Context: an optimization exercise on an open-source flow, tuned for a short achievable clock period and few clock cycles per item. The choices shown serve that exercise and are no tape-out recipe.
Only simulation tests tie the RTL to the original design; equivalence was not proved.

## flow/design.v (module list and top-level ports; edited modules follow where they fit)
// module mg_a21oi: 3 lines
// module mg_inv: 3 lines
// module mg_nand2: 3 lines
// module mg_nor2: 3 lines
// module mg_o21ai: 3 lines
// module mg_or2: 3 lines
// module mg_xnor2: 3 lines
// module mg_xor2: 3 lines
// module array_multiplier: 3675 lines
module array_multiplier (
	input  logic        clk,
	input  logic        reset,
	input  logic        in_valid,
	input  logic [15:0] x,
	input  logic [15:0] y,
	output logic        product_valid,
	output logic [31:0] product
);
  // ...
==> flow/run.sh <==
#!/bin/bash
# synth_recipe.tcl (not shown) runs the flow's synth.tcl, then flattens the netlist and writes it again
# the make line also repeats each setting of config.mk as NAME=value (left out here)
make -C /OpenROAD-flow-scripts/flow DESIGN_CONFIG=/design/flow/config.mk WORK_HOME=/design/flow/orfs CLKGATE_MAP_FILE= SYNTH_SCRIPT=/design/flow/synth_recipe.tcl finish
==> flow/config.mk <==
export PLATFORM = sky130hd
export DESIGN_NAME = array_multiplier
export DESIGN_NICKNAME = array_multiplier
export VERILOG_FILES = /design/flow/design.v
export SDC_FILE = /design/flow/constraint.sdc
export NUM_CORES = 4
export LEC_CHECK = 0
export CAP_MARGIN = 20
export CORE_MARGIN = 2
export CORE_UTILIZATION = 30
export SETUP_SLACK_MARGIN = 3.7
export SLEW_MARGIN = 20
export SYNTH_HIERARCHICAL = 1
==> flow/constraint.sdc <==
create_clock -name core_clock -period 6.0 [get_ports {clk}]
set_input_delay 1.2000 -clock core_clock [delete_from_list [all_inputs] [get_ports {clk}]]
set_output_delay 1.2000 -clock core_clock [all_outputs]
set_load 0.01 [all_outputs]
==> flow_metrics.env, run 1 <==
export IMPL_yosysUniqueCellTypes=11
export IMPL_async_flop_share_pct=0
export IMPL_antenna_cells=0
export IMPL_hold_viol=0
export IMPL_dr_wl_met2_um=20800
export IMPL_fillers=4100
export IMPL_n_tap_cell=600
export IMPL_post_place_ws_ns=1.84
export IMPL_io_buffers=67
export IMPL_crit_buf_inv=1
export IMPL_detail_route_first_pass_iterations=7
export IMPL_cpMaxStageDelayCell="dfxtp_2"
export IMPL_hold_start="r1_n1574$_DFF_P_"
export IMPL_fin_skew_ns=0.0220
export IMPL_multi_input_comb_area_um2=12200
export IMPL_setup_viol=0
export IMPL_synth_top_family_by_area="XOR/XNOR gates"
export IMPL_fp_dieH_um=218
export IMPL_totalWireLength_um=42000
export IMPL_path_clk_slew_ns=0.06
export IMPL_inv_count=10
export IMPL_mostFrequentLayoutCells="nand2_1, xor2_1, dfxtp_1"
export IMPL_endpoint="product[22]"
export IMPL_slew_viol_final=0
export IMPL_slew_headroom_pct=68.2
export IMPL_fin_cells=2702
export IMPL_synth_xor_area_share_pct=29.6
export IMPL_cts_sinks=240
export IMPL_grt_ovfl_total=0
export IMPL_cts_buffer_depth=3
export IMPL_synth_top_area_share_pct=35.0
export IMPL_place_hpwl_um=27600
export IMPL_outcome="finished clean"
export IMPL_cp_max_fo=1
export IMPL_tightest_slew_ns=0.476
export IMPL_crit_path_max_incr_delay_ns=0.33
export IMPL_design_area_um2=21500
export IMPL_r2r_slack_ns=3.49
export IMPL_antenna_found_initial=0
Testbench counts, summed over its fixed seeds: cycles 6,392, products 3,200.
==> run 2, diff against run 1 <==
--- a/flow/design.v
+++ b/flow/design.v
@@ -742,6 +742,5 @@
 	logic w_n682;
-	logic r1_n682;
 	logic w_n683;
-	logic r1_n683;
 	logic w_n684;
+	logic r1_n684;
 	logic w_n685;
@@ -762,6 +761,5 @@
 	logic w_n697;
-	logic r1_n697;
 	logic w_n698;
-	logic r1_n698;
 	logic w_n699;
+	logic r1_n699;
 	logic w_n700;
@@ -782,6 +780,5 @@
 	logic w_n712;
-	logic r1_n712;
 	logic w_n713;
-	logic r1_n713;
 	logic w_n714;
+	logic r1_n714;
 	logic w_n715;
@@ -991,6 +988,5 @@
 	logic w_n896;
-	logic r1_n896;
 	logic w_n897;
-	logic r1_n897;
 	logic w_n898;
+	logic r1_n898;
 	logic w_n899;
@@ -1077,6 +1073,5 @@
 	logic w_n956;
-	logic r1_n956;
 	logic w_n957;
-	logic r1_n957;
 	logic w_n958;
+	logic r1_n958;
 	logic w_n959;
@@ -1095,3 +1090,2 @@
 	logic w_n968;
-	logic r1_n968;
 	logic w_n969;
@@ -1106,3 +1100,2 @@
 	logic w_n975;
-	logic r1_n975;
 	logic w_n976;
@@ -1277,2 +1270,3 @@
 	logic w_n1121;
+	logic r1_n1121;
 	logic w_n1122;
@@ -1302,6 +1296,5 @@
 	logic w_n1138;
-	logic r1_n1138;
 	logic w_n1139;
-	logic r1_n1139;
 	logic w_n1140;
+	logic r1_n1140;
 	logic w_n1141;
@@ -1351,6 +1344,5 @@
 	logic w_n1180;
-	logic r1_n1180;
 	logic w_n1181;
-	logic r1_n1181;
 	logic w_n1182;
+	logic r1_n1182;
 	logic w_n1183;
@@ -1470,6 +1462,4 @@
 	logic w_n1287;
-	logic r1_n1287;
 	logic w_n1288;
 	logic w_n1289;
-	logic r1_n1289;
 	logic w_n1290;
@@ -1479,3 +1469,2 @@
 	logic r1_n1293;
-	logic r2_n1293;
 	logic w_n1294;
@@ -1557,2 +1546,3 @@
 	logic w_n1350;
+	logic r1_n1350;
 	logic r2_n1350;
@@ -1750,2 +1740,3 @@
 	logic w_n1521;
+	logic r1_n1521;
 	logic w_n1522;
@@ -1761,5 +1752,3 @@
 	logic w_n1528;
-	logic r2_n1528;
 	logic w_n1529;
-	logic r2_n1529;
 	logic w_n1530;
@@ -1817,2 +1806,3 @@
 	logic w_n1556;
+	logic r2_n1556;
 	logic w_n1557;
@@ -2540,3 +2530,3 @@
 	mg_nand2 g_n683 (w_n680, w_n450, w_n683);
-	mg_nand2 g_n684 (r1_n682, r1_n683, w_n684);
+	mg_nand2 g_n684 (w_n682, w_n683, w_n684);
 	mg_xor2 g_n685 (w_n438, w_n443, w_n685);
@@ -2555,3 +2545,3 @@
 	mg_nand2 g_n698 (w_n695, w_n470, w_n698);
-	mg_nand2 g_n699 (r1_n697, r1_n698, w_n699);
+	mg_nand2 g_n699 (w_n697, w_n698, w_n699);
 	mg_xor2 g_n700 (w_n458, w_n463, w_n700);
@@ -2570,3 +2560,3 @@
 	mg_nand2 g_n713 (w_n710, w_n490, w_n713);
-	mg_nand2 g_n714 (r1_n712, r1_n713, w_n714);
+	mg_nand2 g_n714 (w_n712, w_n713, w_n714);
 	mg_xor2 g_n715 (w_n335, w_n478, w_n715);
@@ -2754,3 +2744,3 @@
 	mg_nand2 g_n897 (w_n894, w_n641, w_n897);
-	mg_nand2 g_n898 (r1_n896, r1_n897, w_n898);
+	mg_nand2 g_n898 (w_n896, w_n897, w_n898);
 	mg_xor2 g_n899 (w_n639, w_n646, w_n899);
@@ -2785,5 +2775,5 @@
 	mg_nand2 g_n928 (r1_n926, r1_n927, w_n928);
-	mg_xor2 g_n929 (r1_n691, w_n684, w_n929);
+	mg_xor2 g_n929 (r1_n691, r1_n684, w_n929);
 	mg_xor2 g_n930 (w_n929, w_n696, w_n930);
-	mg_nand2 g_n931 (r1_n691, w_n684, w_n931);
+	mg_nand2 g_n931 (r1_n691, r1_n684, w_n931);
 	mg_nand2 g_n932 (w_n929, w_n696, w_n932);
@@ -2795,5 +2785,5 @@
 	mg_nand2 g_n938 (r1_n936, r1_n937, w_n938);
-	mg_xor2 g_n939 (r1_n706, w_n699, w_n939);
+	mg_xor2 g_n939 (r1_n706, r1_n699, w_n939);
 	mg_xor2 g_n940 (w_n939, w_n711, w_n940);
-	mg_nand2 g_n941 (r1_n706, w_n699, w_n941);
+	mg_nand2 g_n941 (r1_n706, r1_n699, w_n941);
 	mg_nand2 g_n942 (w_n939, w_n711, w_n942);
@@ -2806,5 +2796,5 @@
 	mg_xor2 g_n949 (r1_n721, r1_n726, w_n949);
-	mg_xor2 g_n950 (w_n949, w_n714, w_n950);
+	mg_xor2 g_n950 (w_n949, r1_n714, w_n950);
 	mg_nand2 g_n951 (w_n721, w_n726, w_n951);
-	mg_nand2 g_n952 (w_n949, w_n714, w_n952);
+	mg_nand2 g_n952 (w_n949, r1_n714, w_n952);
 	mg_nand2 g_n953 (r1_n951, w_n952, w_n953);
@@ -2814,3 +2804,3 @@
 	mg_nand2 g_n957 (w_n954, w_n736, w_n957);
-	mg_nand2 g_n958 (r1_n956, r1_n957, w_n958);
+	mg_nand2 g_n958 (w_n956, w_n957, w_n958);
 	mg_xor2 g_n959 (w_n724, w_n741, w_n959);
@@ -2942,5 +2932,5 @@
 	mg_nand2 g_n1085 (w_n1083, w_n1084, w_n1085);
-	mg_xor2 g_n1086 (w_n898, w_n903, w_n1086);
+	mg_xor2 g_n1086 (r1_n898, w_n903, w_n1086);
 	mg_xor2 g_n1087 (w_n1086, w_n905, w_n1087);
-	mg_nand2 g_n1088 (w_n898, w_n903, w_n1088);
+	mg_nand2 g_n1088 (r1_n898, w_n903, w_n1088);
 	mg_nand2 g_n1089 (w_n1086, w_n905, w_n1089);
@@ -2963,5 +2953,5 @@
 	mg_xor2 g_n1106 (w_n938, w_n945, w_n1106);
-	mg_xor2 g_n1107 (w_n1106, w_n950, w_n1107);
+	mg_xor2 g_n1107 (w_n1106, w_n943, w_n1107);
 	mg_nand2 g_n1108 (w_n938, w_n945, w_n1108);
-	mg_nand2 g_n1109 (w_n1106, w_n950, w_n1109);
+	mg_nand2 g_n1109 (w_n1106, w_n943, w_n1109);
 	mg_nand2 g_n1110 (w_n1108, w_n1109, w_n1110);
@@ -2972,11 +2962,11 @@
 	mg_nand2 g_n1115 (w_n1113, w_n1114, w_n1115);
-	mg_xor2 g_n1116 (r1_n965, w_n958, w_n1116);
+	mg_xor2 g_n1116 (r1_n965, r1_n958, w_n1116);
 	mg_xor2 g_n1117 (w_n1116, w_n963, w_n1117);
-	mg_nand2 g_n1118 (r1_n965, w_n958, w_n1118);
+	mg_nand2 g_n1118 (r1_n965, r1_n958, w_n1118);
 	mg_nand2 g_n1119 (w_n1116, w_n963, w_n1119);
 	mg_nand2 g_n1120 (w_n1118, w_n1119, w_n1120);
-	mg_xor2 g_n1121 (r1_n975, r1_n968, w_n1121);
-	mg_xor2 g_n1122 (w_n1121, w_n973, w_n1122);
+	mg_xor2 g_n1121 (w_n975, w_n968, w_n1121);
+	mg_xor2 g_n1122 (r1_n1121, w_n973, w_n1122);
 	mg_nand2 g_n1123 (w_n975, w_n968, w_n1123);
-	mg_nand2 g_n1124 (w_n1121, w_n973, w_n1124);
+	mg_nand2 g_n1124 (r1_n1121, w_n973, w_n1124);
 	mg_nand2 g_n1125 (r1_n1123, w_n1124, w_n1125);
@@ -2996,3 +2986,3 @@
 	mg_nand2 g_n1139 (w_n1136, w_n1010, w_n1139);
-	mg_nand2 g_n1140 (r1_n1138, r1_n1139, w_n1140);
+	mg_nand2 g_n1140 (w_n1138, w_n1139, w_n1140);
 	mg_xor2 g_n1141 (w_n1008, w_n1015, w_n1141);
@@ -3038,3 +3028,3 @@
 	mg_nand2 g_n1181 (w_n1178, w_n1047, w_n1181);
-	mg_nand2 g_n1182 (r1_n1180, r1_n1181, w_n1182);
+	mg_nand2 g_n1182 (w_n1180, w_n1181, w_n1182);
 	mg_xor2 g_n1183 (w_n1050, w_n840, w_n1183);
@@ -3084,5 +3074,5 @@
 	mg_nand2 g_n1227 (w_n1225, w_n1226, w_n1227);
-	mg_xor2 g_n1228 (w_n1095, w_n930, w_n1228);
+	mg_xor2 g_n1228 (w_n930, w_n1095, w_n1228);
 	mg_xor2 g_n1229 (w_n1228, w_n1097, w_n1229);
-	mg_nand2 g_n1230 (w_n1095, w_n930, w_n1230);
+	mg_nand2 g_n1230 (w_n930, w_n1095, w_n1230);
 	mg_nand2 g_n1231 (w_n1228, w_n1097, w_n1231);
@@ -3094,6 +3084,6 @@
 	mg_nand2 g_n1237 (w_n1235, w_n1236, w_n1237);
-	mg_xor2 g_n1238 (w_n943, w_n1107, w_n1238);
-	mg_xor2 g_n1239 (w_n1238, w_n1105, w_n1239);
-	mg_nand2 g_n1240 (w_n943, w_n1107, w_n1240);
-	mg_nand2 g_n1241 (w_n1238, w_n1105, w_n1241);
+	mg_xor2 g_n1238 (w_n950, w_n1105, w_n1238);
+	mg_xor2 g_n1239 (w_n1238, w_n1107, w_n1239);
+	mg_nand2 g_n1240 (w_n950, w_n1105, w_n1240);
+	mg_nand2 g_n1241 (w_n1238, w_n1107, w_n1241);
 	mg_nand2 g_n1242 (w_n1240, w_n1241, w_n1242);
@@ -3130,5 +3120,5 @@
 	mg_xor2 g_n1273 (w_n1013, w_n1142, w_n1273);
-	mg_xor2 g_n1274 (r1_n1273, w_n1140, w_n1274);
+	mg_xor2 g_n1274 (r1_n1273, r1_n1140, w_n1274);
 	mg_nand2 g_n1275 (w_n1013, w_n1142, w_n1275);
-	mg_nand2 g_n1276 (r1_n1273, w_n1140, w_n1276);
+	mg_nand2 g_n1276 (r1_n1273, r1_n1140, w_n1276);
 	mg_nand2 g_n1277 (r1_n1275, w_n1276, w_n1277);
@@ -3163,4 +3153,4 @@
 	mg_xor2 g_n1306 (w_n1179, r1_n1177, w_n1306);
-	mg_nor2 g_n1307 (w_n1184, w_n1182, w_n1307);
-	mg_xor2 g_n1308 (w_n1184, w_n1182, w_n1308);
+	mg_nor2 g_n1307 (w_n1184, r1_n1182, w_n1307);
+	mg_xor2 g_n1308 (w_n1184, r1_n1182, w_n1308);
 	mg_nor2 g_n1309 (w_n1189, w_n1187, w_n1309);
@@ -3206,3 +3196,3 @@
 	mg_nor2 g_n1349 (w_n1289, w_n1287, w_n1349);
-	mg_xor2 g_n1350 (r1_n1289, r1_n1287, w_n1350);
+	mg_xor2 g_n1350 (w_n1289, w_n1287, w_n1350);
 	mg_nor2 g_n1351 (w_n287, w_n1292, w_n1351);
@@ -3263,6 +3253,6 @@
 	mg_nand2 g_n1406 (w_n1348, w_n1346, w_n1406);
-	mg_a21oi g_n1407 (w_n1350, w_n1347, r1_n1349, w_n1407);
-	mg_nand2 g_n1408 (w_n1350, w_n1348, w_n1408);
+	mg_a21oi g_n1407 (r1_n1350, w_n1347, r1_n1349, w_n1407);
+	mg_nand2 g_n1408 (r1_n1350, w_n1348, w_n1408);
 	mg_a21oi g_n1409 (r1_n1352, r1_n1349, r1_n1351, w_n1409);
-	mg_nand2 g_n1410 (r1_n1352, w_n1350, w_n1410);
+	mg_nand2 g_n1410 (r1_n1352, r1_n1350, w_n1410);
 	mg_inv g_n1411 (w_n1293, w_n1411);
@@ -3377,4 +3367,4 @@
 	mg_o21ai g_n1520 (w_n1478, r1_n1519, w_n1477, w_n1520);
-	mg_inv g_n1521 (r1_n1413, w_n1521);
-	mg_o21ai g_n1522 (w_n1480, w_n1521, w_n1479, w_n1522);
+	mg_inv g_n1521 (w_n1413, w_n1521);
+	mg_o21ai g_n1522 (w_n1480, r1_n1521, w_n1479, w_n1522);
 	mg_o21ai g_n1523 (w_n1482, w_n1467, w_n1481, w_n1523);
@@ -3411,3 +3401,3 @@
 	mg_nor2 g_n1555 (w_n1516, w_n1500, w_n1555);
-	mg_a21oi g_n1556 (r2_n1529, r2_n1293, r2_n1528, w_n1556);
+	mg_a21oi g_n1556 (w_n1529, r1_n1293, w_n1528, w_n1556);
 	mg_a21oi g_n1557 (r2_n1531, r2_n1468, r2_n1530, w_n1557);
@@ -3446,3 +3436,3 @@
 	mg_xor2 g_n1590 (r2_n1326, r2_n1526, w_n1590);
-	mg_xnor2 g_n1591 (r2_n1328, w_n1556, w_n1591);
+	mg_xnor2 g_n1591 (r2_n1328, r2_n1556, w_n1591);
 	mg_xnor2 g_n1592 (r2_n1330, w_n1557, w_n1592);
@@ -3475,4 +3465,3 @@
 		r1_n680 <= w_n680;
-		r1_n682 <= w_n682;
-		r1_n683 <= w_n683;
+		r1_n684 <= w_n684;
 		r1_n691 <= w_n691;
@@ -3480,4 +3469,3 @@
 		r1_n695 <= w_n695;
-		r1_n697 <= w_n697;
-		r1_n698 <= w_n698;
+		r1_n699 <= w_n699;
 		r1_n706 <= w_n706;
@@ -3485,4 +3473,3 @@
 		r1_n710 <= w_n710;
-		r1_n712 <= w_n712;
-		r1_n713 <= w_n713;
+		r1_n714 <= w_n714;
 		r1_n721 <= w_n721;
@@ -3510,4 +3497,3 @@
 		r1_n894 <= w_n894;
-		r1_n896 <= w_n896;
-		r1_n897 <= w_n897;
+		r1_n898 <= w_n898;
 		r1_n899 <= w_n899;
@@ -3536,4 +3522,3 @@
 		r1_n954 <= w_n954;
-		r1_n956 <= w_n956;
-		r1_n957 <= w_n957;
+		r1_n958 <= w_n958;
 		r1_n959 <= w_n959;
@@ -3542,3 +3527,2 @@
 		r1_n965 <= w_n965;
-		r1_n968 <= w_n968;
 		r1_n969 <= w_n969;
@@ -3546,3 +3530,2 @@
 		r1_n972 <= w_n972;
-		r1_n975 <= w_n975;
 		r1_n979 <= w_n979;
@@ -3571,2 +3554,3 @@
 		r1_n1078 <= w_n1078;
+		r1_n1121 <= w_n1121;
 		r1_n1123 <= w_n1123;
@@ -3579,4 +3563,3 @@
 		r1_n1136 <= w_n1136;
-		r1_n1138 <= w_n1138;
-		r1_n1139 <= w_n1139;
+		r1_n1140 <= w_n1140;
 		r1_n1145 <= w_n1145;
@@ -3586,4 +3569,3 @@
 		r1_n1178 <= w_n1178;
-		r1_n1180 <= w_n1180;
-		r1_n1181 <= w_n1181;
+		r1_n1182 <= w_n1182;
 		r1_n1183 <= w_n1183;
@@ -3598,6 +3580,3 @@
 		r1_n1284 <= w_n1284;
-		r1_n1287 <= w_n1287;
-		r1_n1289 <= w_n1289;
 		r1_n1293 <= w_n1293;
-		r2_n1293 <= r1_n1293;
 		r1_n1294 <= w_n1294;
@@ -3622,3 +3601,4 @@
 		r1_n1349 <= w_n1349;
-		r2_n1350 <= w_n1350;
+		r1_n1350 <= w_n1350;
+		r2_n1350 <= r1_n1350;
 		r1_n1351 <= w_n1351;
@@ -3644,2 +3624,3 @@
 		r2_n1520 <= w_n1520;
+		r1_n1521 <= w_n1521;
 		r2_n1522 <= w_n1522;
@@ -3649,4 +3630,2 @@
 		r2_n1526 <= w_n1526;
-		r2_n1528 <= w_n1528;
-		r2_n1529 <= w_n1529;
 		r2_n1530 <= w_n1530;
@@ -3677,2 +3656,3 @@
 		r2_n1555 <= w_n1555;
+		r2_n1556 <= w_n1556;
 		r2_n1560 <= w_n1560;
--- a/flow/config.mk
+++ b/flow/config.mk
@@ -9,4 +9,4 @@
 export CORE_MARGIN = 2
-export CORE_UTILIZATION = 30
-export SETUP_SLACK_MARGIN = 3.7
+export CORE_UTILIZATION = 40
+export SETUP_SLACK_MARGIN = 3.5
 export SLEW_MARGIN = 20
==> flow_metrics.env, run 2 <==
export IMPL_synth_seq_cells=230
export IMPL_tightest_slew_ns=0.497
export IMPL_outcome="finished clean"
export IMPL_cts_sinks=230
export IMPL_cts_made_buffers=26
export IMPL_antenna_cells=0
export IMPL_root_buffer="clkbuf_16"
export IMPL_top_register="valid_pipe"
export IMPL_place_hpwl_um=26800
export IMPL_placed_area_um2=14600
export IMPL_cts_max_level=1
export IMPL_largest_reg_flops=2
export IMPL_grt_max_degree=17
export IMPL_detail_route_first_pass_iterations=5
export IMPL_final_common_cell="nand2_1"
export IMPL_ant_nets=0
export IMPL_synthesis_nets=1868
export IMPL_antenna_found_initial=0
export IMPL_grt_pass1_wl_um=55500
export IMPL_grt_pass1_vias=10500
export IMPL_fin_crit_sh_pct=42.5
export IMPL_setup_tns_ns=0
export IMPL_core_area_um2=33400
export IMPL_worst_setup_path_start_kind="flop"
export IMPL_syn2layout_area_growth_pct=21.9
export IMPL_path_clk_slew_ns=0.06
export IMPL_grt_ovfl_total=0
export IMPL_synth_commonest_cells="nand2_1, xor2_1, dfxtp_1"
export IMPL_initial_utilization_pct=40.5
export IMPL_setup_ws_ns=3.45
export IMPL_cp_required_ns=4.80
export IMPL_synthCells=1833
export IMPL_totalWireLength_um=35800
export IMPL_drive_gt1_share_pct=17.0
export IMPL_boundaryPins=68
export IMPL_rsz0062_at_grt="yes"
export IMPL_post_place_ws_ns=2.04
export IMPL_fillers=3274
export IMPL_wl_per_cell_um=14.9
export IMPL_clock_fmax_mhz=392
export IMPL_routabilityCongestion=0.882
export IMPL_via_count=11200
export IMPL_syn_avg_cell_area_um2=7.37
export IMPL_io_buffers=67
export IMPL_yosys_warnings=7
export IMPL_grt_usage_pct=19.9
export IMPL_hold_viol=0
export IMPL_worstPathArrival_ns=1.35
export IMPL_hold_class="flop to flop"
export IMPL_synth_top_area_share_pct=34.1
export IMPL_cts_buffer_depth=3
export IMPL_ys_top_cells_by_area="dfxtp_1, xor2_1, nand2_1"
export IMPL_async_flop_share_pct=0
export IMPL_slew_viol_final=0
export IMPL_finalCriticalPeriod_ns=2.55
export IMPL_slew_headroom_pct=66.8
export IMPL_ys_seq_area_share_pct=34.1
export IMPL_r2r_slack_ns=3.52
export IMPL_cts_hold_buf=0
export IMPL_cp_max_fo=1
export IMPL_drc=0
export IMPL_design_area_um2=16500
export IMPL_max_cap_violations=0
export IMPL_netlist_area_um2=13500
export IMPL_drtIter0Drc=569
export IMPL_cts_tree="built"
export IMPL_fin_skew_ns=0.00974
export IMPL_die_w_um=188
export IMPL_synth_enable_flop_cells=0
export IMPL_yosysTopAreaCell="dfxtp_1"
export IMPL_mostFrequentLayoutCells="nand2_1, xor2_1, dfxtp_1"
export IMPL_setup_viol=0
export IMPL_nNetsFinal=1966
export IMPL_yosysUniqueCellTypes=11
export IMPL_rows=67
export IMPL_synth_most_common_cell="nand2_1"
export IMPL_die_area_um2=35300
export IMPL_path_class="flop to output pin"
export IMPL_clkLatencyLatePin_ns=0.54
export IMPL_routed_via_density=4.66
export IMPL_cp_end_kind="output pin"
export IMPL_synth_flop_cell="dfxtp_1"
export IMPL_fp_dieH_um=188
run 2: cell count changes after synthesis, sizes merged:
cell	change
dfxtp	-10
run 2: critical path, stage by stage (launching register included):
cell,delay [ns]
dfxtp_2,0.33
a21oi_4,0.21
xnor2_2,0.13
buf_2,0.15
run 2: logic make-up after synthesis:
| family | count (synthesis) | synth area share (%) |
|---|---|---|
| AND/OR/NAND/NOR | 978 | 27.5 |
| XOR/XNOR | 464 | 30.1 |
| flip-flops | 230 | 34.1 |
| AO/OA/AOI/OAI | 119 | 6.32 |
| buffers and inverters | 42 | 2.06 |
run 2: layout make-up:
cell class | count | area (um^2) | area share, %
Clock buffer | 37 | 782 | 4.75
Clock inverter | 11 | 181 | 1.10
Inverter | 10 | 37.5 | 0.228
Multi-Input combinational cell | 1561 | 9460 | 57.4
Sequential cell | 230 | 4620 | 28.1
Tap cell | 448 | 561 | 3.40
Timing Repair Buffer | 102 | 828 | 5.03
run 2: path summary, 6_finish.rpt:
path	cells after the start	end	start
setup reg to reg	11	r2_n1550$_DFF_P_	r1_n709$_DFF_P_
setup / recovery	3	product[26]	r2_n1545$_DFF_P_
hold reg to reg	0	r2_n1294$_DFF_P_	r1_n1294$_DFF_P_
hold / removal	0	r2_n1294$_DFF_P_	r1_n1294$_DFF_P_
run 2: timing repair:
action,CTS,global route
resized for setup,290,147
endpoints found under the setup margin,214,109
pin swaps,22,65
setup buffers,10,21
run 2: layer usage:
metal / track usage, % / up-vias / share of wire, %
met3: 2.55 / 67 / 4.6
met2: 33.8 / 260 / 47
met1: 26.4 / 5043 / 46
li1: - / 5804 / -
met4: 6.42 / 0 / 3.1
met5: 0 / - / 0
run 2: per-stage QoR:
step                std cells  hold WS (ns)  utilization, %
global route             2399         0.325            49.4
detailed placement       2320         0.314            43.7
CTS                      2378         0.323            46.8
global placement         2320         0.312            43.7
finish                   2399         0.322            49.4
floorplan                1833         0.310               -
run 2: per-module statistics from Yosys (local to each module, per instance):
module	cells inside	times used	area (um^2)	flip-flops and latches
mg_inv	1	10	3.75	0
array_multiplier	264	1	4860	230
mg_a21oi	1	69	8.76	0
mg_xor2	1	431	8.76	0
mg_o21ai	1	50	5.00	0
mg_nor2	1	70	3.75	0
mg_xnor2	1	33	8.76	0
mg_or2	1	15	6.26	0
mg_nand2	1	891	3.75	0
Testbench counts of run 2, summed over its fixed seeds: cycles 6,392, products 3,200.

afterwards: timing with drivers on the ports:
Ports are ideal in the flow. The routed layouts listed here were re-timed in OpenROAD.
Step 1 assumes that a clkbuf_16 drives the clock port and a buf_2 every other input.
Step 2 moves the port delays by t, midway between the first and last clock arrival at a register: inputs arrive t later, outputs are due t later. That takes back most of the time a late clock gives input paths.
Slacks: ideal ports / drivers / drivers and shift; pairs: ideal ports / drivers.
run | t (ns) | setup WS [ns] | worst hold slack (ns) | latest minus earliest clock arrival (ns) | worst slew at a driven data input, ns
run 1 | 0.597 | 3.426 / 3.373 / 2.993 | 0.325 / 0.325 / 0.325 | 0.022 / 0.022 | 0.21
run 2 | 0.585 | 3.448 / 3.396 / 3.004 | 0.322 / 0.322 / 0.322 | 0.011 / 0.010 | 0.05
After both steps setup and hold are still met in every run listed. The setup slack of run 2, which loses most, moves by -0.052 ns with the drivers and by -0.444 ns with both steps.
